This is an optimization exercise on Yosys and OpenROAD, whose aim is small area, a short achievable clock period and few clock cycles per item, not a production implementation.
Only simulation tests tie the RTL to the original design; equivalence was not proved.
Power figures rest on the tool's default switching activity, not on a simulated workload.

## run.sh

```bash
#!/bin/bash
# synth_recipe.tcl (not shown) runs the flow's synth.tcl, then flattens the netlist and writes it again
# the make line also repeats each setting of config.mk as NAME=value (left out here)
make -C /OpenROAD-flow-scripts/flow DESIGN_CONFIG=/design/flow/config.mk WORK_HOME=/design/flow/orfs CLKGATE_MAP_FILE= SYNTH_SCRIPT=/design/flow/synth_recipe.tcl finish
```

## config.mk

```make
export PLATFORM = sky130hd
export DESIGN_NAME = axf_top
export DESIGN_NICKNAME = axf_top
export VERILOG_FILES = /design/flow/design.v
export SDC_FILE = /design/flow/constraint.sdc
export NUM_CORES = 4
export LEC_CHECK = 0
export CAP_MARGIN = 20
export CORE_MARGIN = 2
export CORE_UTILIZATION = 30
export CTS_BUF_LIST = sky130_fd_sc_hd__clkbuf_16
export CTS_CLUSTER_DIAMETER = 80
export CTS_CLUSTER_SIZE = 24
export SETUP_SLACK_MARGIN = 4.5
export SLEW_MARGIN = 20
```

## constraint.sdc

```tcl
create_clock -name core_clock -period 10.0 [get_ports {clk}]
set_input_delay 2.0000 -clock core_clock [delete_from_list [all_inputs] [get_ports {clk}]]
set_output_delay 2.0000 -clock core_clock [all_outputs]
set_load 0.01 [all_outputs]
```

## design.v

```verilog
`default_nettype none
package axf_pkg;
        localparam int COORD_W   = 16;                   
        localparam int DATA_W    = 32;
        localparam int ADDR_W    = 6;
        localparam int CTRL_BITS = 3;
        localparam logic [5:0] ADDR_CONTROL = 6'h00;
        localparam logic [5:0] ADDR_STATUS  = 6'h04;
        localparam logic [5:0] ADDR_A       = 6'h08;
        localparam logic [5:0] ADDR_B       = 6'h0C;
        localparam logic [5:0] ADDR_D       = 6'h10;
        localparam logic [5:0] ADDR_E       = 6'h14;
        localparam logic [5:0] ADDR_TX      = 6'h18;
        localparam logic [5:0] ADDR_TY      = 6'h1C;
        localparam logic [5:0] ADDR_XIN     = 6'h20;
        localparam logic [5:0] ADDR_YIN     = 6'h24;
        localparam logic [5:0] ADDR_XOUT    = 6'h28;
        localparam logic [5:0] ADDR_YOUT    = 6'h2C;
endpackage
`default_nettype wire
`default_nettype none
module axf_regfile (
        input  logic        clk,
        input  logic        rst_n,
        input  logic [5:0]  address_i,
        input  logic [31:0] data_in_i,
        input  logic [1:0]  data_write_n_i,
        output logic [15:0] a_o, b_o, d_o, e_o, tx_o, ty_o, x_o, y_o,
        output logic [7:0]  set_o,           
        output logic [7:0]  wr_sel_o,        
        output logic [15:0] wr_val_o,        
        output logic [2:0]  ctrl_o,
        output logic        start_o
);
        logic        write_en;
        logic [15:0] wr_val;
        logic [7:0]  wr_sel;
        logic [15:0] a_q, b_q, d_q, e_q, tx_q, ty_q, x_q, y_q;
        logic [7:0]  set_q;
        logic [2:0]  ctrl_q;
        assign write_en = (data_write_n_i != 2'b11);
        assign wr_val   = data_in_i[15:0];
        always_comb begin
                wr_sel = '0;
                if (write_en) begin
                        case (address_i)
                                axf_pkg::ADDR_A:   wr_sel[0] = 1'b1;
                                axf_pkg::ADDR_B:   wr_sel[1] = 1'b1;
                                axf_pkg::ADDR_D:   wr_sel[2] = 1'b1;
                                axf_pkg::ADDR_E:   wr_sel[3] = 1'b1;
                                axf_pkg::ADDR_TX:  wr_sel[4] = 1'b1;
                                axf_pkg::ADDR_TY:  wr_sel[5] = 1'b1;
                                axf_pkg::ADDR_XIN: wr_sel[6] = 1'b1;
                                axf_pkg::ADDR_YIN: wr_sel[7] = 1'b1;
                                default: ;
                        endcase
                end
        end
        always_ff @(posedge clk) begin
                if (wr_sel[0]) a_q  <= wr_val;
                if (wr_sel[1]) b_q  <= wr_val;
                if (wr_sel[2]) d_q  <= wr_val;
                if (wr_sel[3]) e_q  <= wr_val;
                if (wr_sel[4]) tx_q <= wr_val;
                if (wr_sel[5]) ty_q <= wr_val;
                if (wr_sel[6]) x_q  <= wr_val;
                if (wr_sel[7]) y_q  <= wr_val;
        end
        always_ff @(posedge clk or negedge rst_n) begin
                if (!rst_n) begin
                        set_q  <= '0;
                        ctrl_q <= '0;
                end else begin
                        set_q <= set_q | wr_sel;
                        if (write_en && address_i == axf_pkg::ADDR_CONTROL)
                                ctrl_q <= data_in_i[2:0];
                end
        end
        assign start_o = write_en && (address_i == axf_pkg::ADDR_CONTROL) && data_in_i[0];
        assign a_o = a_q;  assign b_o = b_q;  assign d_o = d_q;  assign e_o = e_q;
        assign tx_o = tx_q; assign ty_o = ty_q; assign x_o = x_q; assign y_o = y_q;
        assign set_o    = set_q;
        assign wr_sel_o = wr_sel;
        assign wr_val_o = wr_val;
        assign ctrl_o   = ctrl_q;
endmodule
`default_nettype wire
`default_nettype none
module axf_engine (
        input  logic        clk,
        input  logic        rst_n,
        input  logic        start_i,
        input  logic [7:0]  wr_sel_i,        
        input  logic [15:0] wr_val_i,
        input  logic [15:0] a_i, b_i, d_i, e_i, tx_i, ty_i, x_i, y_i,
        input  logic [7:0]  set_i,           
        output logic        busy_o,
        output logic [15:0] res_x_o,
        output logic [15:0] res_y_o
);
        logic        op_sx_q, op_sy_q, op_x_q, op_y_q;
        logic        op_sx_d, op_sy_d, op_x_d, op_y_d;
        logic [15:0] opc_q, opv_q;               
        logic        k_tx_q, k_ty_q;             
        logic        sx_stale_q, sy_stale_q;     
        logic        sx_stale_d, sy_stale_d;
        logic [15:0] sx_q, sy_q;
        logic        busy_q, need_x_q;           
        logic        busy_d, need_x_d;
        logic [15:0] res_x_q, res_y_q;
        logic        wr_by, wr_dx, run;
        logic [7:0]  set_d;
        logic [15:0] c_reg, v_reg, opc_d, opv_d, op_k, mac_p;
        logic        c_new, v_new;
        assign wr_by = wr_sel_i[1] | wr_sel_i[7] | wr_sel_i[4];
        assign wr_dx = wr_sel_i[2] | wr_sel_i[6] | wr_sel_i[5];
        assign sx_stale_d = wr_by || (sx_stale_q && !op_sx_q);
        assign sy_stale_d = wr_dx || (sy_stale_q && !op_sy_q);
        assign busy_d     = busy_q ? !op_y_q : start_i;
        assign need_x_d   = busy_q ? (need_x_q && !op_x_q) : start_i;
        assign set_d      = set_i | wr_sel_i;
        assign run     = busy_d && !sx_stale_d && !sy_stale_d;
        assign op_sx_d = sx_stale_d;
        assign op_sy_d = !sx_stale_d && sy_stale_d;
        assign op_x_d  = run && need_x_d;
        assign op_y_d  = run && !need_x_d;
        assign c_reg = ({16{op_sx_d && set_d[1]}} & b_i) | ({16{op_sy_d && set_d[2]}} & d_i)
                     | ({16{op_x_d  && set_d[0]}} & a_i) | ({16{op_y_d  && set_d[3]}} & e_i);
        assign c_new = (op_sx_d && wr_sel_i[1]) || (op_sy_d && wr_sel_i[2])
                     || (op_x_d && wr_sel_i[0]) || (op_y_d && wr_sel_i[3]);
        assign opc_d = c_new ? wr_val_i : c_reg;
        assign v_reg = ({16{(op_sx_d || op_y_d) && set_d[7]}} & y_i)
                     | ({16{(op_sy_d || op_x_d) && set_d[6]}} & x_i);
        assign v_new = ((op_sx_d || op_y_d) && wr_sel_i[7]) || ((op_sy_d || op_x_d) && wr_sel_i[6]);
        assign opv_d = v_new ? wr_val_i : v_reg;
        always_ff @(posedge clk) begin
                opc_q <= opc_d;
                opv_q <= opv_d;
        end
        always_ff @(posedge clk or negedge rst_n) begin
                if (!rst_n) begin
                        op_sx_q    <= 1'b0;
                        op_sy_q    <= 1'b0;
                        op_x_q     <= 1'b0;
                        op_y_q     <= 1'b0;
                        k_tx_q     <= 1'b0;
                        k_ty_q     <= 1'b0;
                        sx_stale_q <= 1'b1;
                        sy_stale_q <= 1'b1;
                        busy_q     <= 1'b0;
                        need_x_q   <= 1'b0;
                end else begin
                        op_sx_q    <= op_sx_d;
                        op_sy_q    <= op_sy_d;
                        op_x_q     <= op_x_d;
                        op_y_q     <= op_y_d;
                        k_tx_q     <= op_sx_d && set_d[4];
                        k_ty_q     <= op_sy_d && set_d[5];
                        sx_stale_q <= sx_stale_d;
                        sy_stale_q <= sy_stale_d;
                        busy_q     <= busy_d;
                        need_x_q   <= need_x_d;
                end
        end
        assign op_k = ({16{k_tx_q}} & tx_i) | ({16{k_ty_q}} & ty_i)
                    | ({16{op_x_q}} & sx_q) | ({16{op_y_q}} & sy_q);
        axf_mac mac_inst (
                .c      (opc_q),
                .v      (opv_q),
                .k1     (op_k),
                .p      (mac_p)
        );
        always_ff @(posedge clk) begin
                if (op_sx_q) sx_q <= mac_p;
                if (op_sy_q) sy_q <= mac_p;
                if (op_x_q)  res_x_q <= mac_p;
                if (op_y_q)  res_y_q <= mac_p;
        end
        assign busy_o  = busy_q;
        assign res_x_o = res_x_q;
        assign res_y_o = res_y_q;
endmodule
`default_nettype wire
`default_nettype none
module axf_mac (
        input  wire [15:0] c,
        input  wire [15:0] v,
        input  wire [15:0] k1,
        output wire [15:0] p
);
wire t_1 = (c[0] & v[12]) ^ (c[1] & v[11]);
wire t_2 = (c[0] & v[12]) & (c[1] & v[11]);
wire t_3 = (c[0] & v[13]) ^ (c[1] & v[12]) ^ (c[2] & v[11]);
wire t_4 = ((c[0] & v[13]) & (c[1] & v[12])) | ((c[0] & v[13]) & (c[2] & v[11])) | ((c[1] & v[12]) & (c[2] & v[11]));
wire t_5 = (c[3] & v[10]) ^ (c[4] & v[9]);
wire t_6 = (c[3] & v[10]) & (c[4] & v[9]);
wire t_7 = (c[0] & v[14]) ^ (c[1] & v[13]) ^ (c[2] & v[12]);
wire t_8 = ((c[0] & v[14]) & (c[1] & v[13])) | ((c[0] & v[14]) & (c[2] & v[12])) | ((c[1] & v[13]) & (c[2] & v[12]));
wire t_9 = (c[3] & v[11]) ^ (c[4] & v[10]) ^ (c[5] & v[9]);
wire t_10 = ((c[3] & v[11]) & (c[4] & v[10])) | ((c[3] & v[11]) & (c[5] & v[9])) | ((c[4] & v[10]) & (c[5] & v[9]));
wire t_11 = (c[6] & v[8]) ^ (c[7] & v[7]);
wire t_12 = (c[6] & v[8]) & (c[7] & v[7]);
wire t_13 = ~(c[0] & v[15]) ^ (c[1] & v[14]) ^ (c[2] & v[13]);
wire t_14 = (~(c[0] & v[15]) & (c[1] & v[14])) | (~(c[0] & v[15]) & (c[2] & v[13])) | ((c[1] & v[14]) & (c[2] & v[13]));
wire t_15 = (c[3] & v[12]) ^ (c[4] & v[11]) ^ (c[5] & v[10]);
wire t_16 = ((c[3] & v[12]) & (c[4] & v[11])) | ((c[3] & v[12]) & (c[5] & v[10])) | ((c[4] & v[11]) & (c[5] & v[10]));
wire t_17 = (c[6] & v[9]) ^ (c[7] & v[8]) ^ (c[8] & v[7]);
wire t_18 = ((c[6] & v[9]) & (c[7] & v[8])) | ((c[6] & v[9]) & (c[8] & v[7])) | ((c[7] & v[8]) & (c[8] & v[7]));
wire t_19 = (c[9] & v[6]) ^ (c[10] & v[5]);
wire t_20 = (c[9] & v[6]) & (c[10] & v[5]);
wire t_21 = 1'b1 ^ ~(c[1] & v[15]) ^ (c[2] & v[14]);
wire t_22 = (1'b1 & ~(c[1] & v[15])) | (1'b1 & (c[2] & v[14])) | (~(c[1] & v[15]) & (c[2] & v[14]));
wire t_23 = (c[3] & v[13]) ^ (c[4] & v[12]) ^ (c[5] & v[11]);
wire t_24 = ((c[3] & v[13]) & (c[4] & v[12])) | ((c[3] & v[13]) & (c[5] & v[11])) | ((c[4] & v[12]) & (c[5] & v[11]));
wire t_25 = (c[6] & v[10]) ^ (c[7] & v[9]) ^ (c[8] & v[8]);
wire t_26 = ((c[6] & v[10]) & (c[7] & v[9])) | ((c[6] & v[10]) & (c[8] & v[8])) | ((c[7] & v[9]) & (c[8] & v[8]));
wire t_27 = (c[9] & v[7]) ^ (c[10] & v[6]) ^ (c[11] & v[5]);
wire t_28 = ((c[9] & v[7]) & (c[10] & v[6])) | ((c[9] & v[7]) & (c[11] & v[5])) | ((c[10] & v[6]) & (c[11] & v[5]));
wire t_29 = ~(c[2] & v[15]) ^ (c[3] & v[14]) ^ (c[4] & v[13]);
wire t_30 = (~(c[2] & v[15]) & (c[3] & v[14])) | (~(c[2] & v[15]) & (c[4] & v[13])) | ((c[3] & v[14]) & (c[4] & v[13]));
wire t_31 = (c[5] & v[12]) ^ (c[6] & v[11]) ^ (c[7] & v[10]);
wire t_32 = ((c[5] & v[12]) & (c[6] & v[11])) | ((c[5] & v[12]) & (c[7] & v[10])) | ((c[6] & v[11]) & (c[7] & v[10]));
wire t_33 = (c[8] & v[9]) ^ (c[9] & v[8]) ^ (c[10] & v[7]);
wire t_34 = ((c[8] & v[9]) & (c[9] & v[8])) | ((c[8] & v[9]) & (c[10] & v[7])) | ((c[9] & v[8]) & (c[10] & v[7]));
wire t_35 = ~(c[3] & v[15]) ^ (c[4] & v[14]) ^ (c[5] & v[13]);
wire t_36 = (~(c[3] & v[15]) & (c[4] & v[14])) | (~(c[3] & v[15]) & (c[5] & v[13])) | ((c[4] & v[14]) & (c[5] & v[13]));
wire t_37 = (c[6] & v[12]) ^ (c[7] & v[11]) ^ (c[8] & v[10]);
wire t_38 = ((c[6] & v[12]) & (c[7] & v[11])) | ((c[6] & v[12]) & (c[8] & v[10])) | ((c[7] & v[11]) & (c[8] & v[10]));
wire t_39 = ~(c[4] & v[15]) ^ (c[5] & v[14]) ^ (c[6] & v[13]);
wire t_40 = (~(c[4] & v[15]) & (c[5] & v[14])) | (~(c[4] & v[15]) & (c[6] & v[13])) | ((c[5] & v[14]) & (c[6] & v[13]));
wire t_41 = (c[0] & v[8]) ^ (c[1] & v[7]);
wire t_42 = (c[0] & v[8]) & (c[1] & v[7]);
wire t_43 = (c[0] & v[9]) ^ (c[1] & v[8]) ^ (c[2] & v[7]);
wire t_44 = ((c[0] & v[9]) & (c[1] & v[8])) | ((c[0] & v[9]) & (c[2] & v[7])) | ((c[1] & v[8]) & (c[2] & v[7]));
wire t_45 = (c[3] & v[6]) ^ (c[4] & v[5]);
wire t_46 = (c[3] & v[6]) & (c[4] & v[5]);
wire t_47 = (c[0] & v[10]) ^ (c[1] & v[9]) ^ (c[2] & v[8]);
wire t_48 = ((c[0] & v[10]) & (c[1] & v[9])) | ((c[0] & v[10]) & (c[2] & v[8])) | ((c[1] & v[9]) & (c[2] & v[8]));
wire t_49 = (c[3] & v[7]) ^ (c[4] & v[6]) ^ (c[5] & v[5]);
wire t_50 = ((c[3] & v[7]) & (c[4] & v[6])) | ((c[3] & v[7]) & (c[5] & v[5])) | ((c[4] & v[6]) & (c[5] & v[5]));
wire t_51 = (c[6] & v[4]) ^ (c[7] & v[3]);
wire t_52 = (c[6] & v[4]) & (c[7] & v[3]);
wire t_53 = (c[0] & v[11]) ^ (c[1] & v[10]) ^ (c[2] & v[9]);
wire t_54 = ((c[0] & v[11]) & (c[1] & v[10])) | ((c[0] & v[11]) & (c[2] & v[9])) | ((c[1] & v[10]) & (c[2] & v[9]));
wire t_55 = (c[3] & v[8]) ^ (c[4] & v[7]) ^ (c[5] & v[6]);
wire t_56 = ((c[3] & v[8]) & (c[4] & v[7])) | ((c[3] & v[8]) & (c[5] & v[6])) | ((c[4] & v[7]) & (c[5] & v[6]));
wire t_57 = (c[6] & v[5]) ^ (c[7] & v[4]) ^ (c[8] & v[3]);
wire t_58 = ((c[6] & v[5]) & (c[7] & v[4])) | ((c[6] & v[5]) & (c[8] & v[3])) | ((c[7] & v[4]) & (c[8] & v[3]));
wire t_59 = (c[9] & v[2]) ^ (c[10] & v[1]);
wire t_60 = (c[9] & v[2]) & (c[10] & v[1]);
wire t_61 = (c[2] & v[10]) ^ (c[3] & v[9]) ^ (c[4] & v[8]);
wire t_62 = ((c[2] & v[10]) & (c[3] & v[9])) | ((c[2] & v[10]) & (c[4] & v[8])) | ((c[3] & v[9]) & (c[4] & v[8]));
wire t_63 = (c[5] & v[7]) ^ (c[6] & v[6]) ^ (c[7] & v[5]);
wire t_64 = ((c[5] & v[7]) & (c[6] & v[6])) | ((c[5] & v[7]) & (c[7] & v[5])) | ((c[6] & v[6]) & (c[7] & v[5]));
wire t_65 = (c[8] & v[4]) ^ (c[9] & v[3]) ^ (c[10] & v[2]);
wire t_66 = ((c[8] & v[4]) & (c[9] & v[3])) | ((c[8] & v[4]) & (c[10] & v[2])) | ((c[9] & v[3]) & (c[10] & v[2]));
wire t_67 = (c[11] & v[1]) ^ (c[12] & v[0]) ^ t_1;
wire t_68 = ((c[11] & v[1]) & (c[12] & v[0])) | ((c[11] & v[1]) & t_1) | ((c[12] & v[0]) & t_1);
wire t_69 = (c[5] & v[8]) ^ (c[6] & v[7]) ^ (c[7] & v[6]);
wire t_70 = ((c[5] & v[8]) & (c[6] & v[7])) | ((c[5] & v[8]) & (c[7] & v[6])) | ((c[6] & v[7]) & (c[7] & v[6]));
wire t_71 = (c[8] & v[5]) ^ (c[9] & v[4]) ^ (c[10] & v[3]);
wire t_72 = ((c[8] & v[5]) & (c[9] & v[4])) | ((c[8] & v[5]) & (c[10] & v[3])) | ((c[9] & v[4]) & (c[10] & v[3]));
wire t_73 = (c[11] & v[2]) ^ (c[12] & v[1]) ^ (c[13] & v[0]);
wire t_74 = ((c[11] & v[2]) & (c[12] & v[1])) | ((c[11] & v[2]) & (c[13] & v[0])) | ((c[12] & v[1]) & (c[13] & v[0]));
wire t_75 = t_2 ^ t_5 ^ t_3;
wire t_76 = (t_2 & t_5) | (t_2 & t_3) | (t_5 & t_3);
wire t_77 = (c[8] & v[6]) ^ (c[9] & v[5]) ^ (c[10] & v[4]);
wire t_78 = ((c[8] & v[6]) & (c[9] & v[5])) | ((c[8] & v[6]) & (c[10] & v[4])) | ((c[9] & v[5]) & (c[10] & v[4]));
wire t_79 = (c[11] & v[3]) ^ (c[12] & v[2]) ^ (c[13] & v[1]);
wire t_80 = ((c[11] & v[3]) & (c[12] & v[2])) | ((c[11] & v[3]) & (c[13] & v[1])) | ((c[12] & v[2]) & (c[13] & v[1]));
wire t_81 = (c[14] & v[0]) ^ t_6 ^ t_11;
wire t_82 = ((c[14] & v[0]) & t_6) | ((c[14] & v[0]) & t_11) | (t_6 & t_11);
wire t_83 = t_4 ^ t_7 ^ t_9;
wire t_84 = (t_4 & t_7) | (t_4 & t_9) | (t_7 & t_9);
wire t_85 = (c[11] & v[4]) ^ (c[12] & v[3]) ^ (c[13] & v[2]);
wire t_86 = ((c[11] & v[4]) & (c[12] & v[3])) | ((c[11] & v[4]) & (c[13] & v[2])) | ((c[12] & v[3]) & (c[13] & v[2]));
wire t_87 = (c[14] & v[1]) ^ ~(c[15] & v[0]) ^ t_12;
wire t_88 = ((c[14] & v[1]) & ~(c[15] & v[0])) | ((c[14] & v[1]) & t_12) | (~(c[15] & v[0]) & t_12);
wire t_89 = t_19 ^ t_8 ^ t_10;
wire t_90 = (t_19 & t_8) | (t_19 & t_10) | (t_8 & t_10);
wire t_91 = t_13 ^ t_15 ^ t_17;
wire t_92 = (t_13 & t_15) | (t_13 & t_17) | (t_15 & t_17);
wire t_93 = (c[12] & v[4]) ^ (c[13] & v[3]) ^ (c[14] & v[2]);
wire t_94 = ((c[12] & v[4]) & (c[13] & v[3])) | ((c[12] & v[4]) & (c[14] & v[2])) | ((c[13] & v[3]) & (c[14] & v[2]));
wire t_95 = ~(c[15] & v[1]) ^ t_20 ^ t_14;
wire t_96 = (~(c[15] & v[1]) & t_20) | (~(c[15] & v[1]) & t_14) | (t_20 & t_14);
wire t_97 = t_16 ^ t_18 ^ t_21;
wire t_98 = (t_16 & t_18) | (t_16 & t_21) | (t_18 & t_21);
wire t_99 = t_23 ^ t_25 ^ t_27;
wire t_100 = (t_23 & t_25) | (t_23 & t_27) | (t_25 & t_27);
wire t_101 = (c[11] & v[6]) ^ (c[12] & v[5]) ^ (c[13] & v[4]);
wire t_102 = ((c[11] & v[6]) & (c[12] & v[5])) | ((c[11] & v[6]) & (c[13] & v[4])) | ((c[12] & v[5]) & (c[13] & v[4]));
wire t_103 = (c[14] & v[3]) ^ ~(c[15] & v[2]) ^ t_22;
wire t_104 = ((c[14] & v[3]) & ~(c[15] & v[2])) | ((c[14] & v[3]) & t_22) | (~(c[15] & v[2]) & t_22);
wire t_105 = t_24 ^ t_26 ^ t_28;
wire t_106 = (t_24 & t_26) | (t_24 & t_28) | (t_26 & t_28);
wire t_107 = t_29 ^ t_31 ^ t_33;
wire t_108 = (t_29 & t_31) | (t_29 & t_33) | (t_31 & t_33);
wire t_109 = (c[9] & v[9]) ^ (c[10] & v[8]) ^ (c[11] & v[7]);
wire t_110 = ((c[9] & v[9]) & (c[10] & v[8])) | ((c[9] & v[9]) & (c[11] & v[7])) | ((c[10] & v[8]) & (c[11] & v[7]));
wire t_111 = (c[12] & v[6]) ^ (c[13] & v[5]) ^ (c[14] & v[4]);
wire t_112 = ((c[12] & v[6]) & (c[13] & v[5])) | ((c[12] & v[6]) & (c[14] & v[4])) | ((c[13] & v[5]) & (c[14] & v[4]));
wire t_113 = ~(c[15] & v[3]) ^ t_30 ^ t_32;
wire t_114 = (~(c[15] & v[3]) & t_30) | (~(c[15] & v[3]) & t_32) | (t_30 & t_32);
wire t_115 = t_34 ^ t_35 ^ t_37;
wire t_116 = (t_34 & t_35) | (t_34 & t_37) | (t_35 & t_37);
wire t_117 = (c[7] & v[12]) ^ (c[8] & v[11]) ^ (c[9] & v[10]);
wire t_118 = ((c[7] & v[12]) & (c[8] & v[11])) | ((c[7] & v[12]) & (c[9] & v[10])) | ((c[8] & v[11]) & (c[9] & v[10]));
wire t_119 = (c[10] & v[9]) ^ (c[11] & v[8]) ^ (c[12] & v[7]);
wire t_120 = ((c[10] & v[9]) & (c[11] & v[8])) | ((c[10] & v[9]) & (c[12] & v[7])) | ((c[11] & v[8]) & (c[12] & v[7]));
wire t_121 = (c[13] & v[6]) ^ (c[14] & v[5]) ^ ~(c[15] & v[4]);
wire t_122 = ((c[13] & v[6]) & (c[14] & v[5])) | ((c[13] & v[6]) & ~(c[15] & v[4])) | ((c[14] & v[5]) & ~(c[15] & v[4]));
wire t_123 = t_36 ^ t_38 ^ t_39;
wire t_124 = (t_36 & t_38) | (t_36 & t_39) | (t_38 & t_39);
wire t_125 = ~(c[5] & v[15]) ^ (c[6] & v[14]) ^ (c[7] & v[13]);
wire t_126 = (~(c[5] & v[15]) & (c[6] & v[14])) | (~(c[5] & v[15]) & (c[7] & v[13])) | ((c[6] & v[14]) & (c[7] & v[13]));
wire t_127 = (c[8] & v[12]) ^ (c[9] & v[11]) ^ (c[10] & v[10]);
wire t_128 = ((c[8] & v[12]) & (c[9] & v[11])) | ((c[8] & v[12]) & (c[10] & v[10])) | ((c[9] & v[11]) & (c[10] & v[10]));
wire t_129 = (c[11] & v[9]) ^ (c[12] & v[8]) ^ (c[13] & v[7]);
wire t_130 = ((c[11] & v[9]) & (c[12] & v[8])) | ((c[11] & v[9]) & (c[13] & v[7])) | ((c[12] & v[8]) & (c[13] & v[7]));
wire t_131 = (c[14] & v[6]) ^ ~(c[15] & v[5]) ^ t_40;
wire t_132 = ((c[14] & v[6]) & ~(c[15] & v[5])) | ((c[14] & v[6]) & t_40) | (~(c[15] & v[5]) & t_40);
wire t_133 = ~(c[6] & v[15]) ^ (c[7] & v[14]) ^ (c[8] & v[13]);
wire t_134 = (~(c[6] & v[15]) & (c[7] & v[14])) | (~(c[6] & v[15]) & (c[8] & v[13])) | ((c[7] & v[14]) & (c[8] & v[13]));
wire t_135 = (c[9] & v[12]) ^ (c[10] & v[11]) ^ (c[11] & v[10]);
wire t_136 = ((c[9] & v[12]) & (c[10] & v[11])) | ((c[9] & v[12]) & (c[11] & v[10])) | ((c[10] & v[11]) & (c[11] & v[10]));
wire t_137 = (c[12] & v[9]) ^ (c[13] & v[8]) ^ (c[14] & v[7]);
wire t_138 = ((c[12] & v[9]) & (c[13] & v[8])) | ((c[12] & v[9]) & (c[14] & v[7])) | ((c[13] & v[8]) & (c[14] & v[7]));
wire t_139 = ~(c[7] & v[15]) ^ (c[8] & v[14]) ^ (c[9] & v[13]);
wire t_140 = (~(c[7] & v[15]) & (c[8] & v[14])) | (~(c[7] & v[15]) & (c[9] & v[13])) | ((c[8] & v[14]) & (c[9] & v[13]));
wire t_141 = (c[10] & v[12]) ^ (c[11] & v[11]) ^ (c[12] & v[10]);
wire t_142 = ((c[10] & v[12]) & (c[11] & v[11])) | ((c[10] & v[12]) & (c[12] & v[10])) | ((c[11] & v[11]) & (c[12] & v[10]));
wire t_143 = ~(c[8] & v[15]) ^ (c[9] & v[14]) ^ (c[10] & v[13]);
wire t_144 = (~(c[8] & v[15]) & (c[9] & v[14])) | (~(c[8] & v[15]) & (c[10] & v[13])) | ((c[9] & v[14]) & (c[10] & v[13]));
wire t_145 = (c[0] & v[6]) ^ (c[1] & v[5]);
wire t_146 = (c[0] & v[6]) & (c[1] & v[5]);
wire t_147 = (c[0] & v[7]) ^ (c[1] & v[6]) ^ (c[2] & v[5]);
wire t_148 = ((c[0] & v[7]) & (c[1] & v[6])) | ((c[0] & v[7]) & (c[2] & v[5])) | ((c[1] & v[6]) & (c[2] & v[5]));
wire t_149 = (c[3] & v[4]) ^ (c[4] & v[3]);
wire t_150 = (c[3] & v[4]) & (c[4] & v[3]);
wire t_151 = (c[2] & v[6]) ^ (c[3] & v[5]) ^ (c[4] & v[4]);
wire t_152 = ((c[2] & v[6]) & (c[3] & v[5])) | ((c[2] & v[6]) & (c[4] & v[4])) | ((c[3] & v[5]) & (c[4] & v[4]));
wire t_153 = (c[5] & v[3]) ^ (c[6] & v[2]) ^ (c[7] & v[1]);
wire t_154 = ((c[5] & v[3]) & (c[6] & v[2])) | ((c[5] & v[3]) & (c[7] & v[1])) | ((c[6] & v[2]) & (c[7] & v[1]));
wire t_155 = (c[8] & v[0]) ^ t_41;
wire t_156 = (c[8] & v[0]) & t_41;
wire t_157 = (c[5] & v[4]) ^ (c[6] & v[3]) ^ (c[7] & v[2]);
wire t_158 = ((c[5] & v[4]) & (c[6] & v[3])) | ((c[5] & v[4]) & (c[7] & v[2])) | ((c[6] & v[3]) & (c[7] & v[2]));
wire t_159 = (c[8] & v[1]) ^ (c[9] & v[0]) ^ t_42;
wire t_160 = ((c[8] & v[1]) & (c[9] & v[0])) | ((c[8] & v[1]) & t_42) | ((c[9] & v[0]) & t_42);
wire t_161 = t_45 ^ t_43 ^ k1[1];
wire t_162 = (t_45 & t_43) | (t_45 & k1[1]) | (t_43 & k1[1]);
wire t_163 = (c[8] & v[2]) ^ (c[9] & v[1]) ^ (c[10] & v[0]);
wire t_164 = ((c[8] & v[2]) & (c[9] & v[1])) | ((c[8] & v[2]) & (c[10] & v[0])) | ((c[9] & v[1]) & (c[10] & v[0]));
wire t_165 = t_46 ^ t_51 ^ t_44;
wire t_166 = (t_46 & t_51) | (t_46 & t_44) | (t_51 & t_44);
wire t_167 = t_47 ^ t_49 ^ k1[2];
wire t_168 = (t_47 & t_49) | (t_47 & k1[2]) | (t_49 & k1[2]);
wire t_169 = (c[11] & v[0]) ^ t_52 ^ t_59;
wire t_170 = ((c[11] & v[0]) & t_52) | ((c[11] & v[0]) & t_59) | (t_52 & t_59);
wire t_171 = t_48 ^ t_50 ^ t_53;
wire t_172 = (t_48 & t_50) | (t_48 & t_53) | (t_50 & t_53);
wire t_173 = t_55 ^ t_57 ^ k1[3];
wire t_174 = (t_55 & t_57) | (t_55 & k1[3]) | (t_57 & k1[3]);
wire t_175 = t_60 ^ t_54 ^ t_56;
wire t_176 = (t_60 & t_54) | (t_60 & t_56) | (t_54 & t_56);
wire t_177 = t_58 ^ t_61 ^ t_63;
wire t_178 = (t_58 & t_61) | (t_58 & t_63) | (t_61 & t_63);
wire t_179 = t_65 ^ t_67 ^ k1[4];
wire t_180 = (t_65 & t_67) | (t_65 & k1[4]) | (t_67 & k1[4]);
wire t_181 = t_62 ^ t_64 ^ t_66;
wire t_182 = (t_62 & t_64) | (t_62 & t_66) | (t_64 & t_66);
wire t_183 = t_69 ^ t_71 ^ t_73;
wire t_184 = (t_69 & t_71) | (t_69 & t_73) | (t_71 & t_73);
wire t_185 = t_68 ^ k1[5] ^ t_75;
wire t_186 = (t_68 & k1[5]) | (t_68 & t_75) | (k1[5] & t_75);
wire t_187 = t_70 ^ t_72 ^ t_74;
wire t_188 = (t_70 & t_72) | (t_70 & t_74) | (t_72 & t_74);
wire t_189 = t_77 ^ t_79 ^ t_81;
wire t_190 = (t_77 & t_79) | (t_77 & t_81) | (t_79 & t_81);
wire t_191 = t_76 ^ k1[6] ^ t_83;
wire t_192 = (t_76 & k1[6]) | (t_76 & t_83) | (k1[6] & t_83);
wire t_193 = t_78 ^ t_80 ^ t_85;
wire t_194 = (t_78 & t_80) | (t_78 & t_85) | (t_80 & t_85);
wire t_195 = t_87 ^ t_82 ^ t_89;
wire t_196 = (t_87 & t_82) | (t_87 & t_89) | (t_82 & t_89);
wire t_197 = t_84 ^ k1[7] ^ t_91;
wire t_198 = (t_84 & k1[7]) | (t_84 & t_91) | (k1[7] & t_91);
wire t_199 = t_86 ^ t_93 ^ t_88;
wire t_200 = (t_86 & t_93) | (t_86 & t_88) | (t_93 & t_88);
wire t_201 = t_90 ^ t_95 ^ t_92;
wire t_202 = (t_90 & t_95) | (t_90 & t_92) | (t_95 & t_92);
wire t_203 = k1[8] ^ t_97 ^ t_99;
wire t_204 = (k1[8] & t_97) | (k1[8] & t_99) | (t_97 & t_99);
wire t_205 = t_94 ^ t_101 ^ t_96;
wire t_206 = (t_94 & t_101) | (t_94 & t_96) | (t_101 & t_96);
wire t_207 = t_103 ^ t_105 ^ t_98;
wire t_208 = (t_103 & t_105) | (t_103 & t_98) | (t_105 & t_98);
wire t_209 = t_100 ^ k1[9] ^ t_107;
wire t_210 = (t_100 & k1[9]) | (t_100 & t_107) | (k1[9] & t_107);
wire t_211 = t_102 ^ t_109 ^ t_111;
wire t_212 = (t_102 & t_109) | (t_102 & t_111) | (t_109 & t_111);
wire t_213 = t_104 ^ t_106 ^ t_113;
wire t_214 = (t_104 & t_106) | (t_104 & t_113) | (t_106 & t_113);
wire t_215 = t_108 ^ k1[10] ^ t_115;
wire t_216 = (t_108 & k1[10]) | (t_108 & t_115) | (k1[10] & t_115);
wire t_217 = t_110 ^ t_112 ^ t_117;
wire t_218 = (t_110 & t_112) | (t_110 & t_117) | (t_112 & t_117);
wire t_219 = t_119 ^ t_121 ^ t_114;
wire t_220 = (t_119 & t_121) | (t_119 & t_114) | (t_121 & t_114);
wire t_221 = t_116 ^ k1[11] ^ t_123;
wire t_222 = (t_116 & k1[11]) | (t_116 & t_123) | (k1[11] & t_123);
wire t_223 = t_118 ^ t_120 ^ t_122;
wire t_224 = (t_118 & t_120) | (t_118 & t_122) | (t_120 & t_122);
wire t_225 = t_125 ^ t_127 ^ t_129;
wire t_226 = (t_125 & t_127) | (t_125 & t_129) | (t_127 & t_129);
wire t_227 = t_131 ^ t_124 ^ k1[12];
wire t_228 = (t_131 & t_124) | (t_131 & k1[12]) | (t_124 & k1[12]);
wire t_229 = ~(c[15] & v[6]) ^ t_126 ^ t_128;
wire t_230 = (~(c[15] & v[6]) & t_126) | (~(c[15] & v[6]) & t_128) | (t_126 & t_128);
wire t_231 = t_130 ^ t_133 ^ t_135;
wire t_232 = (t_130 & t_133) | (t_130 & t_135) | (t_133 & t_135);
wire t_233 = t_137 ^ t_132 ^ k1[13];
wire t_234 = (t_137 & t_132) | (t_137 & k1[13]) | (t_132 & k1[13]);
wire t_235 = (c[13] & v[9]) ^ (c[14] & v[8]) ^ ~(c[15] & v[7]);
wire t_236 = ((c[13] & v[9]) & (c[14] & v[8])) | ((c[13] & v[9]) & ~(c[15] & v[7])) | ((c[14] & v[8]) & ~(c[15] & v[7]));
wire t_237 = t_134 ^ t_136 ^ t_138;
wire t_238 = (t_134 & t_136) | (t_134 & t_138) | (t_136 & t_138);
wire t_239 = t_139 ^ t_141 ^ k1[14];
wire t_240 = (t_139 & t_141) | (t_139 & k1[14]) | (t_141 & k1[14]);
wire t_241 = (c[11] & v[12]) ^ (c[12] & v[11]) ^ (c[13] & v[10]);
wire t_242 = ((c[11] & v[12]) & (c[12] & v[11])) | ((c[11] & v[12]) & (c[13] & v[10])) | ((c[12] & v[11]) & (c[13] & v[10]));
wire t_243 = (c[14] & v[9]) ^ ~(c[15] & v[8]) ^ t_140;
wire t_244 = ((c[14] & v[9]) & ~(c[15] & v[8])) | ((c[14] & v[9]) & t_140) | (~(c[15] & v[8]) & t_140);
wire t_245 = t_142 ^ t_143 ^ k1[15];
wire t_246 = (t_142 & t_143) | (t_142 & k1[15]) | (t_143 & k1[15]);
wire t_247 = (c[0] & v[4]) ^ (c[1] & v[3]);
wire t_248 = (c[0] & v[4]) & (c[1] & v[3]);
wire t_249 = (c[0] & v[5]) ^ (c[1] & v[4]) ^ (c[2] & v[3]);
wire t_250 = ((c[0] & v[5]) & (c[1] & v[4])) | ((c[0] & v[5]) & (c[2] & v[3])) | ((c[1] & v[4]) & (c[2] & v[3]));
wire t_251 = (c[3] & v[2]) ^ (c[4] & v[1]);
wire t_252 = (c[3] & v[2]) & (c[4] & v[1]);
wire t_253 = (c[2] & v[4]) ^ (c[3] & v[3]) ^ (c[4] & v[2]);
wire t_254 = ((c[2] & v[4]) & (c[3] & v[3])) | ((c[2] & v[4]) & (c[4] & v[2])) | ((c[3] & v[3]) & (c[4] & v[2]));
wire t_255 = (c[5] & v[1]) ^ (c[6] & v[0]) ^ t_145;
wire t_256 = ((c[5] & v[1]) & (c[6] & v[0])) | ((c[5] & v[1]) & t_145) | ((c[6] & v[0]) & t_145);
wire t_257 = (c[5] & v[2]) ^ (c[6] & v[1]) ^ (c[7] & v[0]);
wire t_258 = ((c[5] & v[2]) & (c[6] & v[1])) | ((c[5] & v[2]) & (c[7] & v[0])) | ((c[6] & v[1]) & (c[7] & v[0]));
wire t_259 = t_146 ^ t_149 ^ t_147;
wire t_260 = (t_146 & t_149) | (t_146 & t_147) | (t_149 & t_147);
wire t_261 = t_150 ^ t_148 ^ t_151;
wire t_262 = (t_150 & t_148) | (t_150 & t_151) | (t_148 & t_151);
wire t_263 = t_153 ^ t_155 ^ k1[0];
wire t_264 = (t_153 & t_155) | (t_153 & k1[0]) | (t_155 & k1[0]);
wire t_265 = t_152 ^ t_154 ^ t_157;
wire t_266 = (t_152 & t_154) | (t_152 & t_157) | (t_154 & t_157);
wire t_267 = t_156 ^ t_159 ^ t_161;
wire t_268 = (t_156 & t_159) | (t_156 & t_161) | (t_159 & t_161);
wire t_269 = t_158 ^ t_163 ^ t_160;
wire t_270 = (t_158 & t_163) | (t_158 & t_160) | (t_163 & t_160);
wire t_271 = t_165 ^ t_162 ^ t_167;
wire t_272 = (t_165 & t_162) | (t_165 & t_167) | (t_162 & t_167);
wire t_273 = t_164 ^ t_169 ^ t_166;
wire t_274 = (t_164 & t_169) | (t_164 & t_166) | (t_169 & t_166);
wire t_275 = t_171 ^ t_168 ^ t_173;
wire t_276 = (t_171 & t_168) | (t_171 & t_173) | (t_168 & t_173);
wire t_277 = t_170 ^ t_175 ^ t_172;
wire t_278 = (t_170 & t_175) | (t_170 & t_172) | (t_175 & t_172);
wire t_279 = t_177 ^ t_174 ^ t_179;
wire t_280 = (t_177 & t_174) | (t_177 & t_179) | (t_174 & t_179);
wire t_281 = t_176 ^ t_181 ^ t_178;
wire t_282 = (t_176 & t_181) | (t_176 & t_178) | (t_181 & t_178);
wire t_283 = t_183 ^ t_180 ^ t_185;
wire t_284 = (t_183 & t_180) | (t_183 & t_185) | (t_180 & t_185);
wire t_285 = t_182 ^ t_187 ^ t_184;
wire t_286 = (t_182 & t_187) | (t_182 & t_184) | (t_187 & t_184);
wire t_287 = t_189 ^ t_186 ^ t_191;
wire t_288 = (t_189 & t_186) | (t_189 & t_191) | (t_186 & t_191);
wire t_289 = t_188 ^ t_193 ^ t_190;
wire t_290 = (t_188 & t_193) | (t_188 & t_190) | (t_193 & t_190);
wire t_291 = t_195 ^ t_192 ^ t_197;
wire t_292 = (t_195 & t_192) | (t_195 & t_197) | (t_192 & t_197);
wire t_293 = t_194 ^ t_199 ^ t_196;
wire t_294 = (t_194 & t_199) | (t_194 & t_196) | (t_199 & t_196);
wire t_295 = t_198 ^ t_201 ^ t_203;
wire t_296 = (t_198 & t_201) | (t_198 & t_203) | (t_201 & t_203);
wire t_297 = t_200 ^ t_205 ^ t_202;
wire t_298 = (t_200 & t_205) | (t_200 & t_202) | (t_205 & t_202);
wire t_299 = t_204 ^ t_207 ^ t_209;
wire t_300 = (t_204 & t_207) | (t_204 & t_209) | (t_207 & t_209);
wire t_301 = t_211 ^ t_206 ^ t_208;
wire t_302 = (t_211 & t_206) | (t_211 & t_208) | (t_206 & t_208);
wire t_303 = t_213 ^ t_210 ^ t_215;
wire t_304 = (t_213 & t_210) | (t_213 & t_215) | (t_210 & t_215);
wire t_305 = t_212 ^ t_217 ^ t_219;
wire t_306 = (t_212 & t_217) | (t_212 & t_219) | (t_217 & t_219);
wire t_307 = t_214 ^ t_216 ^ t_221;
wire t_308 = (t_214 & t_216) | (t_214 & t_221) | (t_216 & t_221);
wire t_309 = t_223 ^ t_218 ^ t_225;
wire t_310 = (t_223 & t_218) | (t_223 & t_225) | (t_218 & t_225);
wire t_311 = t_220 ^ t_222 ^ t_227;
wire t_312 = (t_220 & t_222) | (t_220 & t_227) | (t_222 & t_227);
wire t_313 = t_224 ^ t_229 ^ t_226;
wire t_314 = (t_224 & t_229) | (t_224 & t_226) | (t_229 & t_226);
wire t_315 = t_231 ^ t_228 ^ t_233;
wire t_316 = (t_231 & t_228) | (t_231 & t_233) | (t_228 & t_233);
wire t_317 = t_235 ^ t_230 ^ t_237;
wire t_318 = (t_235 & t_230) | (t_235 & t_237) | (t_230 & t_237);
wire t_319 = t_232 ^ t_234 ^ t_239;
wire t_320 = (t_232 & t_234) | (t_232 & t_239) | (t_234 & t_239);
wire t_321 = t_236 ^ t_241 ^ t_238;
wire t_322 = (t_236 & t_241) | (t_236 & t_238) | (t_241 & t_238);
wire t_323 = t_243 ^ t_240 ^ t_245;
wire t_324 = (t_243 & t_240) | (t_243 & t_245) | (t_240 & t_245);
wire t_325 = (c[0] & v[3]) ^ (c[1] & v[2]);
wire t_326 = (c[0] & v[3]) & (c[1] & v[2]);
wire t_327 = (c[2] & v[2]) ^ (c[3] & v[1]) ^ (c[4] & v[0]);
wire t_328 = ((c[2] & v[2]) & (c[3] & v[1])) | ((c[2] & v[2]) & (c[4] & v[0])) | ((c[3] & v[1]) & (c[4] & v[0]));
wire t_329 = (c[5] & v[0]) ^ t_248 ^ t_251;
wire t_330 = ((c[5] & v[0]) & t_248) | ((c[5] & v[0]) & t_251) | (t_248 & t_251);
wire t_331 = t_252 ^ t_250 ^ t_253;
wire t_332 = (t_252 & t_250) | (t_252 & t_253) | (t_250 & t_253);
wire t_333 = t_254 ^ t_257 ^ t_256;
wire t_334 = (t_254 & t_257) | (t_254 & t_256) | (t_257 & t_256);
wire t_335 = t_258 ^ t_260 ^ t_261;
wire t_336 = (t_258 & t_260) | (t_258 & t_261) | (t_260 & t_261);
wire t_337 = t_262 ^ t_265 ^ t_264;
wire t_338 = (t_262 & t_265) | (t_262 & t_264) | (t_265 & t_264);
wire t_339 = t_266 ^ t_269 ^ t_268;
wire t_340 = (t_266 & t_269) | (t_266 & t_268) | (t_269 & t_268);
wire t_341 = t_270 ^ t_273 ^ t_272;
wire t_342 = (t_270 & t_273) | (t_270 & t_272) | (t_273 & t_272);
wire t_343 = t_274 ^ t_277 ^ t_276;
wire t_344 = (t_274 & t_277) | (t_274 & t_276) | (t_277 & t_276);
wire t_345 = t_278 ^ t_281 ^ t_280;
wire t_346 = (t_278 & t_281) | (t_278 & t_280) | (t_281 & t_280);
wire t_347 = t_282 ^ t_285 ^ t_284;
wire t_348 = (t_282 & t_285) | (t_282 & t_284) | (t_285 & t_284);
wire t_349 = t_286 ^ t_289 ^ t_288;
wire t_350 = (t_286 & t_289) | (t_286 & t_288) | (t_289 & t_288);
wire t_351 = t_290 ^ t_293 ^ t_292;
wire t_352 = (t_290 & t_293) | (t_290 & t_292) | (t_293 & t_292);
wire t_353 = t_294 ^ t_297 ^ t_296;
wire t_354 = (t_294 & t_297) | (t_294 & t_296) | (t_297 & t_296);
wire t_355 = t_298 ^ t_301 ^ t_300;
wire t_356 = (t_298 & t_301) | (t_298 & t_300) | (t_301 & t_300);
wire t_357 = t_302 ^ t_305 ^ t_304;
wire t_358 = (t_302 & t_305) | (t_302 & t_304) | (t_305 & t_304);
wire t_359 = t_309 ^ t_306 ^ t_308;
wire t_360 = (t_309 & t_306) | (t_309 & t_308) | (t_306 & t_308);
wire t_361 = t_310 ^ t_313 ^ t_312;
wire t_362 = (t_310 & t_313) | (t_310 & t_312) | (t_313 & t_312);
wire t_363 = t_314 ^ t_317 ^ t_316;
wire t_364 = (t_314 & t_317) | (t_314 & t_316) | (t_317 & t_316);
wire t_365 = t_321 ^ t_318 ^ t_320;
wire t_366 = (t_321 & t_318) | (t_321 & t_320) | (t_318 & t_320);
wire t_367 = (c[0] & v[2]) ^ (c[1] & v[1]);
wire t_368 = (c[0] & v[2]) & (c[1] & v[1]);
wire t_369 = (c[2] & v[1]) ^ (c[3] & v[0]) ^ t_325;
wire t_370 = ((c[2] & v[1]) & (c[3] & v[0])) | ((c[2] & v[1]) & t_325) | ((c[3] & v[0]) & t_325);
wire t_371 = t_326 ^ t_247 ^ t_327;
wire t_372 = (t_326 & t_247) | (t_326 & t_327) | (t_247 & t_327);
wire t_373 = t_328 ^ t_249 ^ t_329;
wire t_374 = (t_328 & t_249) | (t_328 & t_329) | (t_249 & t_329);
wire t_375 = t_330 ^ t_255 ^ t_331;
wire t_376 = (t_330 & t_255) | (t_330 & t_331) | (t_255 & t_331);
wire t_377 = t_332 ^ t_259 ^ t_333;
wire t_378 = (t_332 & t_259) | (t_332 & t_333) | (t_259 & t_333);
wire t_379 = t_334 ^ t_263 ^ t_335;
wire t_380 = (t_334 & t_263) | (t_334 & t_335) | (t_263 & t_335);
wire t_381 = t_336 ^ t_337 ^ t_267;
wire t_382 = (t_336 & t_337) | (t_336 & t_267) | (t_337 & t_267);
wire t_383 = t_338 ^ t_271 ^ t_339;
wire t_384 = (t_338 & t_271) | (t_338 & t_339) | (t_271 & t_339);
wire t_385 = t_275 ^ t_340 ^ t_341;
wire t_386 = (t_275 & t_340) | (t_275 & t_341) | (t_340 & t_341);
wire t_387 = t_279 ^ t_342 ^ t_343;
wire t_388 = (t_279 & t_342) | (t_279 & t_343) | (t_342 & t_343);
wire t_389 = t_283 ^ t_344 ^ t_345;
wire t_390 = (t_283 & t_344) | (t_283 & t_345) | (t_344 & t_345);
wire t_391 = t_287 ^ t_346 ^ t_347;
wire t_392 = (t_287 & t_346) | (t_287 & t_347) | (t_346 & t_347);
wire t_393 = t_291 ^ t_348 ^ t_349;
wire t_394 = (t_291 & t_348) | (t_291 & t_349) | (t_348 & t_349);
wire t_395 = t_295 ^ t_350 ^ t_351;
wire t_396 = (t_295 & t_350) | (t_295 & t_351) | (t_350 & t_351);
wire t_397 = t_299 ^ t_352 ^ t_353;
wire t_398 = (t_299 & t_352) | (t_299 & t_353) | (t_352 & t_353);
wire t_399 = t_303 ^ t_354 ^ t_355;
wire t_400 = (t_303 & t_354) | (t_303 & t_355) | (t_354 & t_355);
wire t_401 = t_307 ^ t_356 ^ t_357;
wire t_402 = (t_307 & t_356) | (t_307 & t_357) | (t_356 & t_357);
wire t_403 = t_311 ^ t_358 ^ t_359;
wire t_404 = (t_311 & t_358) | (t_311 & t_359) | (t_358 & t_359);
wire t_405 = t_315 ^ t_360 ^ t_361;
wire t_406 = (t_315 & t_360) | (t_315 & t_361) | (t_360 & t_361);
wire t_407 = t_319 ^ t_362 ^ t_363;
wire t_408 = (t_319 & t_362) | (t_319 & t_363) | (t_362 & t_363);
wire t_409 = t_323 ^ t_364 ^ t_365;
wire t_410 = (t_323 & t_364) | (t_323 & t_365) | (t_364 & t_365);
wire [23:0] r0 = {t_409, t_407, t_405, t_403, t_401, t_399, t_397, t_395, t_393, t_391, t_389, t_387, t_385, t_383, t_381, t_379, t_377, t_375, t_373, t_371, t_369, (c[2] & v[0]), (c[0] & v[1]), (c[0] & v[0])};
wire [23:0] r1 = {t_408, t_406, t_404, t_402, t_400, t_398, t_396, t_394, t_392, t_390, t_388, t_386, t_384, t_382, t_380, t_378, t_376, t_374, t_372, t_370, t_368, t_367, (c[1] & v[0]), 1'b0};
wire [23:0] s = r0 + r1;
assign p = s[23:8];
endmodule
`default_nettype wire
`default_nettype none
module axf_readback (
        input  logic        clk,
        input  logic        rst_n,
        input  logic [5:0]  address_i,
        input  logic [2:0]  ctrl_i,
        input  logic        start_i,
        input  logic        busy_i,
        input  logic [15:0] res_x_i,
        input  logic [15:0] res_y_i,
        output logic [31:0] data_out_o
);
        logic done_q;
        logic done;
        logic sel_x, sel_y;
        always_ff @(posedge clk or negedge rst_n) begin
                if (!rst_n)
                        done_q <= 1'b0;
                else if (start_i && !busy_i)
                        done_q <= 1'b0;
                else if (busy_i)
                        done_q <= 1'b1;
        end
        assign done = done_q && !busy_i;
        assign sel_x = (address_i == axf_pkg::ADDR_XOUT) && done;
        assign sel_y = (address_i == axf_pkg::ADDR_YOUT) && done;
        always_comb begin
                data_out_o = '0;
                if (address_i == axf_pkg::ADDR_CONTROL)
                        data_out_o[2:0] = ctrl_i;
                if (address_i == axf_pkg::ADDR_STATUS)
                        data_out_o[1:0] = {busy_i, done};
                data_out_o = data_out_o
                           | ({32{sel_x}} & {{16{res_x_i[15]}}, res_x_i})
                           | ({32{sel_y}} & {{16{res_y_i[15]}}, res_y_i});
        end
endmodule
`default_nettype wire
`default_nettype none
module axf_top (
        input  logic        clk,
        input  logic        rst_n,
        input  logic [5:0]  address_i,
        input  logic [31:0] data_in_i,
        input  logic [1:0]  data_write_n_i,
        output logic [31:0] data_out_o
);
        logic [15:0] a, b, d, e, tx, ty, x, y;
        logic [2:0]  ctrl;
        logic [7:0]  set;
        logic [7:0]  wr_sel;
        logic [15:0] wr_val;
        logic        start;
        logic        busy;
        logic [15:0] res_x, res_y;
        axf_regfile regfile_inst (
                .clk            (clk),
                .rst_n          (rst_n),
                .address_i      (address_i),
                .data_in_i      (data_in_i),
                .data_write_n_i (data_write_n_i),
                .a_o (a), .b_o (b), .d_o (d), .e_o (e),
                .tx_o (tx), .ty_o (ty), .x_o (x), .y_o (y),
                .set_o          (set),
                .ctrl_o         (ctrl),
                .wr_sel_o       (wr_sel),
                .wr_val_o       (wr_val),
                .start_o        (start)
        );
        axf_engine engine_inst (
                .clk            (clk),
                .rst_n          (rst_n),
                .start_i        (start),
                .wr_sel_i       (wr_sel),
                .wr_val_i       (wr_val),
                .a_i (a), .b_i (b), .d_i (d), .e_i (e),
                .tx_i (tx), .ty_i (ty), .x_i (x), .y_i (y),
                .set_i          (set),
                .busy_o         (busy),
                .res_x_o        (res_x),
                .res_y_o        (res_y)
        );
        axf_readback readback_inst (
                .clk            (clk),
                .rst_n          (rst_n),
                .address_i      (address_i),
                .ctrl_i         (ctrl),
                .start_i        (start),
                .busy_i         (busy),
                .res_x_i        (res_x),
                .res_y_i        (res_y),
                .data_out_o     (data_out_o)
        );
endmodule
`default_nettype wire
```

==> results of run 1 <==
[power by group through the flow]
stage,clock network (W),logic [W],registers [W]
3_5_place_dp,0,0.00293,0.00215
3_3_place_gp,0,0.00286,0.00215
2_1_floorplan,0,0.00217,0.00190
4_1_cts,0.000603,0.00328,0.00214
6_report,0.000587,0.00365,0.00212
5_1_grt,0.000641,0.00398,0.00215
[layer usage]
metal  global-route usage, %  share of wire [%]  vias up
met5                       0                  0        -
met4                    4.08                2.6        0
met3                    1.74                4.6       48
met2                    23.7                 49      246
met1                    19.1                 44     4994
li1                        -                  -     4305
[critical path: cells and delay by family]
family          cells  cell delay [ns]
compound gates      1             0.14
buf+inv             4             0.62
simple gates        2             0.70
[cells by family (layout without fill, tap and decap cells)]
group / count (synthesis) / in the layout / share of synthesized area [%]
AND/OR/NAND/NOR: 336 / 336 / 11.5
buffers and inverters: 268 / 326 / 6.96
flip-flops: 246 / 246 / 44.2
adder cells (fa/ha/maj): 218 / 218 / 25.9
AO/OA/AOI/OAI: 162 / 164 / 8.09
XOR/XNOR: 31 / 31 / 1.73
multiplexers: 19 / 19 / 1.59
[final cells by class]
| type | count | area (um^2) |
|---|---|---|
| flip-flops and latches | 246 | 7050 |
| clock buffers | 14 | 350 |
| multi-input cells | 768 | 8060 |
| well taps | 680 | 851 |
| repair buffers | 102 | 845 |
| clock inverters | 10 | 63.8 |
| fillers | 4967 | 33600 |
| inverters | 200 | 756 |
[through the flow]
stage | hold slack [ns] | area [um^2] | std cells | power [W] | utilization, %
floorplan | 0.420 | 15700 | 1280 | 0.00407 | -
global placement | 0.433 | 16900 | 1956 | 0.00501 | 32.7
detailed placement | 0.434 | 16900 | 1957 | 0.00508 | 32.7
CTS | 0.455 | 17700 | 2000 | 0.00602 | 34.3
global route | 0.472 | 18000 | 2020 | 0.00677 | 34.8
finish | 0.462 | 18000 | 2020 | 0.00636 | 34.8
[flip-flops by register name, summed over array words and instances (netlist names), 3 cells and up]
signal	cells
regfile_inst.a_q	16
regfile_inst.b_q	16
regfile_inst.d_q	16
regfile_inst.y_q	16
regfile_inst.set_q	8
regfile_inst.tx_q	16
regfile_inst.ctrl_q	3
engine_inst.sx_q	16
engine_inst.res_y_q	16
regfile_inst.ty_q	16
engine_inst.opc_q	16
regfile_inst.x_q	16
regfile_inst.e_q	16
engine_inst.res_x_q	16
engine_inst.opv_q	16
engine_inst.sy_q	16
[cell usage after synthesis (all sizes together) (5+ instances only)]
cell type	instances	share of area (%)
nor2b	7	0.28
mux2	18	1.5
nor2	30	0.73
nor3	7	0.22
a221oi	9	0.50
xor2	8	0.45
and2	138	5.5
dfxtp	32	4.1
a211oi	5	0.27
xnor2	23	1.3
ha	38	3.0
o21ai	7	0.22
and3	7	0.28
fa	180	23
edfxtp	192	37
a22oi	36	1.7
a221o	18	1.1
or2	6	0.24
buf	21	1.0
nand2	119	2.8
a21o	5	0.24
clkbuf	47	1.1
a22o	36	2.0
dfrtp	20	3.2
a21oi	28	0.89
nand2b	6	0.24
inv	199	4.7
[how the worst min path moves through the flow]
| stage | endpoint | slack, ns | startpoint | depth (start not counted) |
|---|---|---|---|---|
| final | regfile_inst.set_q[4]$_DFF_PN0_ | 0.46 | regfile_inst.set_q[4]$_DFF_PN0_ | 1 |
| after global placement | regfile_inst.set_q[4]$_DFF_PN0_ | 0.43 | regfile_inst.set_q[4]$_DFF_PN0_ | 1 |
| after global routing | regfile_inst.set_q[4]$_DFF_PN0_ | 0.47 | regfile_inst.set_q[4]$_DFF_PN0_ | 1 |
| after floorplan | regfile_inst.set_q[0]$_DFF_PN0_ | 0.42 | regfile_inst.set_q[0]$_DFF_PN0_ | 1 |
| after detailed placement | regfile_inst.set_q[0]$_DFF_PN0_ | 0.43 | regfile_inst.set_q[0]$_DFF_PN0_ | 1 |
| after CTS | regfile_inst.set_q[0]$_DFF_PN0_ | 0.46 | regfile_inst.set_q[0]$_DFF_PN0_ | 1 |
[timing repair]
action / 4_1_cts / 5_1_grt
gates resized for setup: 187 / 68
pin swaps: 17 / 19
cloned: 1 / 1
setup buffers: 18 / 19
setup endpoints to repair: 73 / 65
==> out/results.txt, run 1 <==
The run finished with no timing, DRC or antenna violations. Pin placement for this block handled 74 I/O pins. In this run, the clock network consumes 9.2% of the power. The fmax was 183 MHz; the first-pass GRT wire length was 58700 um.

The number of global-route vias before repair was 10200; the largest voltage drop on the vdd net was 518 uV. Entering global routing, the biggest net connects 34 pins. The critical path is of the in2out type.

In this run the vertical extent of the chip is 233 um. Leaving out fill and tap cells, the most frequent cells in the layout are inv_1, edfxtp_1, fa_1, and2_1, nand2_1. Power spread over the standard cell area amounts to 354 mW/mm^2.

The floorplan step defined a core boundary enclosing 0.0516 mm^2. In this run the remaining antenna-violating nets after routing total 0. The growth of design area from synthesis to finish was 14.3%.

Endpoint of the most critical register-to-register path: engine_inst.res_y_q[8]$_DFFE_PP_. The average wire per standard cell is 18.7 um, and the worst endpoint data arrival time is 3.46 ns. TritonCTS built the clock tree. Number of levels the H-tree was split into: 1. Number of synthesized flops with an enable pin: 192.

The library cell used most frequently in the layout, excluding fill and tap cells, is inv_1. The number of antenna violations at the first check in global routing was 1; the slew of the pin with the lowest slew margin was 1.09 ns. The logs give 1280 for the post-synthesis cell count and 0.00277 W for the switching component of the power. Top fanout value on the critical path: 5. After detailed routing, the number of vias per cell comes to 4.75. The die covers 0.0543 mm^2. The floorplan has 83 rows. Per report_power, the combinational group accounts for 57.4% of the total. In the final layout, the share of cells above drive strength 1 is 16.3%. The total nets after synthesis came out at 1540. The run gives 0 ns as the post-route setup TNS. The nature of the critical path startpoint is a primary input. For the worst-skew pair, the clock arrives at the later sink with an insertion delay of 0.51 ns. The logs give 0 for the total setup violations reported at the end of the flow and 586 for the initial DRC count. The analysis attributes to cell leakage a power of 7.14 nW. Prior to clock tree synthesis, the placed netlist has a worst setup slack of 3.15 ns.

Buffers inserted during clock tree synthesis total 14. The final weighted congestion in routability-driven placement came out at 0.812. The worst setup path endpoint is data_out_o[23].

For the worst setup path, the data required time is 8.00 ns. Yosys printed 3 warnings. The wire-length estimate of the detail-placed layout is 26200 um.

The post-synthesis register bit count was 246; the part of the total power dissipated in sequential elements was 33.4%. The pre-antenna-repair detailed-routing pass consisted of 6 iterations. The number of endpoints with negative hold slack in the final report was 0. Measured against its own limit, the worst slew margin works out to 27.4%. Net switching is 43.5% of the power. The fraction of the yosys area taken by sequential cells came out at 44.2%. The horizontal die dimension was 233 um. Global routing finished with a remaining overflow of 0. The clock input transition at the sequential cells of the worst setup and hold paths was 0.09 ns.

The run gives 9593 as the count of vias placed by the detailed router. The setup slack of the most critical reg-to-reg path came out at 4.59 ns. The number of slew-limit violations in the final report was 0. A synthesized cell averages 12.3 um^2. Initial core utilization: 30.5%. Primary flip-flop cell chosen by synthesis mapping: edfxtp_1. The tool flagged a number of max-cap violations equal to 0. The worst register-to-register path has a depth of 18. Worst hold path class: reg2reg.

Port buffering added 57 buffers. The tools report the synthesized cell area as 0.0157 mm^2. Traced cell by cell, the critical path runs through clkbuf_4 -> or4b_4 -> nor2_4 -> buf_6 -> buf_6 -> a22o_4 -> clkdlybuf4s15_2. After detailed routing, the number of remaining DRC violations is 0.

The clock sink count is 246. STA classifies the critical path endpoint as a primary output. 0 antenna diodes ended up in the layout. The net total in the final layout is 1592. Of the available clock period, the critical path in the final layout requires 54.6%.

In this run the deepest clock path goes through 3 buffers. For this run, the total global-route usage over all layers was measured as 14.1%. The time the worst path needs with I/O delays and setup is 5.46 ns. In this run the critical register-to-register path is launched from engine_inst.opv_q[10]$_DFF_P_. The share of async-settable or async-resettable flops after synthesis is 8.94%. The tools report the largest clock skew in the final design as 0.0415 ns.

The internal power of the cells totals 0.00359 W. The number of distinct library cell variants in the gate-level netlist after synthesis is 63. In this run the worst setup path begins at address_i[0]. CTS placed an instance of clkbuf_16 at the clock tree root. The final worst setup slack is 4.54 ns, and the stage delay of the slowest cell on the critical path is 0.58 ns. Most numerous cell on the critical path: buf_6. For this design, the CTS-stage hold fixing added 0 buffers. For the sum of routed wire length over all layers, the log shows 37800 um. Among all stages on the critical path, the largest delay is contributed by or4b_4.

Setup repair after global routing could not meet its margin everywhere.
Testbench counts, summed over its fixed seeds: cycles 9,504, transforms 1,152.
==> run 2, diff against run 1 <==
--- a/config.mk
+++ b/config.mk
@@ -6,5 +6,5 @@
 export NUM_CORES = 4
 export LEC_CHECK = 0
-export CAP_MARGIN = 20
+export CAP_MARGIN = 5
 export CORE_MARGIN = 2
 export CORE_UTILIZATION = 30
@@ -13,3 +13,3 @@
 export CTS_CLUSTER_SIZE = 24
 export SETUP_SLACK_MARGIN = 4.5
-export SLEW_MARGIN = 20
+export SLEW_MARGIN = 5
==> run 2 against run 1 <==
Net effect: clock skew fell by 0.013 ns; non-clock buffer count rose by 20; sequential power barely moved; highest routed layer unchanged; fmax fell by 0.65%; die area did not move; setup slack got worse by 0.036 ns; register-to-register slack barely moved; routed wire length rose by 2.8%.
==> out/results.txt, run 2 <==
In this run the horizontal extent of the chip is 233 um. For this run, the post-layout net count is 1611. The core region is 0.0516 mm^2. For the pin with the worst max-slew slack, the measured transition is 1.17 ns.

Of all flip-flops after synthesis, the portion carrying an async set or reset was 8.94%. The power per standard cell area came out at 353 mW/mm^2. The run gives 0.0282 ns as the largest clock skew in the final design.

For this design the static power due to leakage is 7.31 nW. Counting the fill cells in the layout gives 4963. Yosys printed 3 warnings. The final layout contains routed wiring with a total length of 38900 um. The first global-routing pass estimated 59100 um of wire. For the worst setup path, the data arrival time is 3.49 ns. At the end of routability-driven placement, the weighted congestion stood at 0.812. STA puts the critical path data required time at 8.00 ns. The most frequent standard cell in the layout excluding fill and tap cells is inv_1.

The largest net degree at the start of global routing was 34. The tools report the worst hold-check slack as 0.464 ns. The number of endpoints with negative hold slack in the final report was 0. The cell with the most instances after synthesis is inv_1. The post-synthesis register bit count works out to 246. In the layout the commonest cells are inv_1, edfxtp_1, fa_1, and2_1, nand2_1. Headroom to the max-slew limit came out at 21.6%. The number of nets with antenna violations after detailed routing is 0.

The share of synthesized area in the top cell type comes to 36.7%. The run gives 1 as the number of levels the H-tree was split into. The top fanout value on the critical path came out at 8. Compared with the post-synthesis result, the final layout area differs by 15.8%.

The run gives 0.00706 mm^2 as the area of all sequential standard cells. The total nets after synthesis was 1540; the switching fraction of total power was 43.1%. After synthesis the cells add up to 0.0157 mm^2. The cell depth of the worst min-delay path came out at 1. The number of antenna violations at the first check in global routing is 1. Type of the worst setup path: in2out. In this run the vertical extent of the chip is 233 um. The die covers 0.0543 mm^2. The worst path in the final design needs a cycle of 5.49 ns, including I/O delays and setup. The initial utilization of the core area, before any placement, comes to 30.5%. Hold repair after CTS inserted 0 buffers.

The detail-routed via count per cell works out to 4.82. The run gives 14 as the number of CTS-inserted buffers. The cell type with the largest total area after synthesis is edfxtp_1. The post-synthesis cell count was 1280; the number of synthesized flops with an enable pin was 192. For this design the total switching power over the nets is 0.00277 W. After global routing the overflow that remains totals 0. The average cell area after synthesis came out at 12.3 um^2. The proportion of layout cells with a drive suffix above 1 was 16.9%. Detailed placement ended at an HPWL of 26300 um. TritonCTS built the clock tree. Number of slew-limit violations in the final report: 0. The CTS root buffer is clkbuf_16. By count the netlist is led by inv_1, edfxtp_1, fa_1. In the final layout, the multi-input gates occupy 0.00803 mm^2.

The run finished with no timing, DRC or antenna violations. Primary flip-flop cell chosen by synthesis mapping: edfxtp_1. Cells fill 35.3% of the core in the end.

Setup violations remaining at the end of the flow were counted as 0. For the final routed database, the setup TNS stands at 0 ns. The run gives 683 as the initial DRC count. Of the total power, combinational logic draws 58.3%. The number of distinct library cell variants in the gate-level netlist after synthesis is 63. The later pin in the worst-skew pair is clocked with a latency of 0.51 ns. The run gives 521 uV as the largest voltage drop on the vdd net. Global routing used 14.2% of the available tracks across all layers. Input and output buffers added on the ports amount to 57. Setup repair after global routing could not meet its margin everywhere.

The first TritonRoute pass finished after 5 iterations. Of the total power, the clock network draws 9.1%. After synthesis, the cell types taking the most area are edfxtp_1, fa_1, and2_1, inv_1, dfxtp_1. The clock sink count is 246. The run gives 10100 as the number of global-route vias before repair. The count of boundary I/O pins came out at 74.

0 antenna diodes ended up in the layout. STA classifies the critical path startpoint as a primary input. For this run, the top clock speed supported by timing is 182 MHz. The worst hold path belongs to the class reg2reg. The run gives 0 as the number of maximum-capacitance constraint violations.

The count of vias placed by the detailed router came out at 9828. After detailed routing, the average wire length per cell comes to 19.1 um. The tools report the deepest clock path buffer count as 3.

Measured in cells, the most critical reg-to-reg path has a length of 17. The run gives 83 as the number of cell rows. Sequential cells account for 32.6% of the total power. The tools report the internal power consumption as 0.00365 W. The fraction of the yosys area taken by sequential cells is 44.2%, and the final period utilization is 54.9%. The worst setup path is captured at a primary output.

The post-detailed-route DRC marker count is 0, and the clock input transition at the sequential cells of the worst setup and hold paths is 0.09 ns.
[run 2: cell counts after synthesis]
Identical to the previous run, type by type.
[run 2: worst max-delay path, cell delays in order]
cell and delay, ns:
clkdlybuf4s15_2 0.22, or4b_4 0.52, nor2_4 0.13, buf_6 0.14, buf_12 0.12, a22o_1 0.13, clkdlybuf4s15_2 0.23
[run 2: through the flow]
stage | instance area [um^2] | setup slack, ns | power, W | instances
6_report | 18200 | 4.51 | 0.00643 | 2039
5_1_grt | 18200 | 4.44 | 0.00684 | 2039
4_1_cts | 17600 | 4.49 | 0.00597 | 2000
3_5_place_dp | 16900 | 2.92 | 0.00509 | 1956
3_3_place_gp | 16900 | 2.97 | 0.00501 | 1956
2_1_floorplan | 15700 | 4.62 | 0.00407 | 1280
[run 2: timing repair]
item                       4_1_cts  5_1_grt
gates cloned                     1        1
setup endpoints to repair       77       50
buffers inserted                19       38
pin swaps                       11       27
gates resized for setup        142       73
[run 2: path summary, 6_finish.rpt]
path,slack [ns],to,from
hold reg to reg,0.46,regfile_inst.set_q[4]$_DFF_PN0_,regfile_inst.set_q[4]$_DFF_PN0_
setup reg to reg,4.58,engine_inst.sy_q[13]$_DFFE_PP_,engine_inst.opv_q[9]$_DFF_P_
hold / removal,0.46,regfile_inst.set_q[4]$_DFF_PN0_,regfile_inst.set_q[4]$_DFF_PN0_
setup / recovery,4.51,data_out_o[6],address_i[2]
min in group asynchronous,2.03,engine_inst.busy_q$_DFF_PN0_,rst_n
max in group asynchronous,7.36,regfile_inst.ctrl_q[1]$_DFFE_PN0P_,rst_n
[run 2: logic make-up after synthesis]
family	after synthesis	synth area share, %
and+or+nand+nor	336	11.5
muxes	19	1.59
xor gates and xnor gates	31	1.73
DFF	246	44.2
buffers and inverters	268	6.96
AOI/OAI and AO/OA	162	8.09
adders and majority gates	218	25.9
[run 2: power by group through the flow]
stage          combinational [W]  sequential (W)  clock, W
2_1_floorplan            0.00217         0.00190         0
3_3_place_gp             0.00286         0.00215         0
3_5_place_dp             0.00293         0.00216         0
4_1_cts                  0.00323         0.00214  0.000599
5_1_grt                  0.00408         0.00212  0.000634
6_report                 0.00375         0.00210  0.000585
[run 2: layout make-up]
cell class	instances	share of cell area, %
inverters	200	4.15
clock inverters	10	0.343
well taps	680	4.67
clock buffers	14	1.92
flip-flops and latches	246	38.7
repair buffers	122	6.11
multi-input cells	767	44.1
[run 2: per-layer routing]
metal / GRT usage (%) / vias to the layer above / wire length (um)
li1: - / 4347 / -
met2: 23.6 / 248 / 18900
met5: 0 / - / 0
met4: 3.18 / 0 / 831
met1: 19.8 / 5185 / 17300
met3: 1.76 / 48 / 1880

Setup slack of run 2, layout unchanged: 4.508 ns with ideal ports, 4.479 ns with driving cells assumed (clock clkbuf_16, inputs buf_2), 4.231 ns with port delays also shifted by the 0.539 ns mid clock arrival.
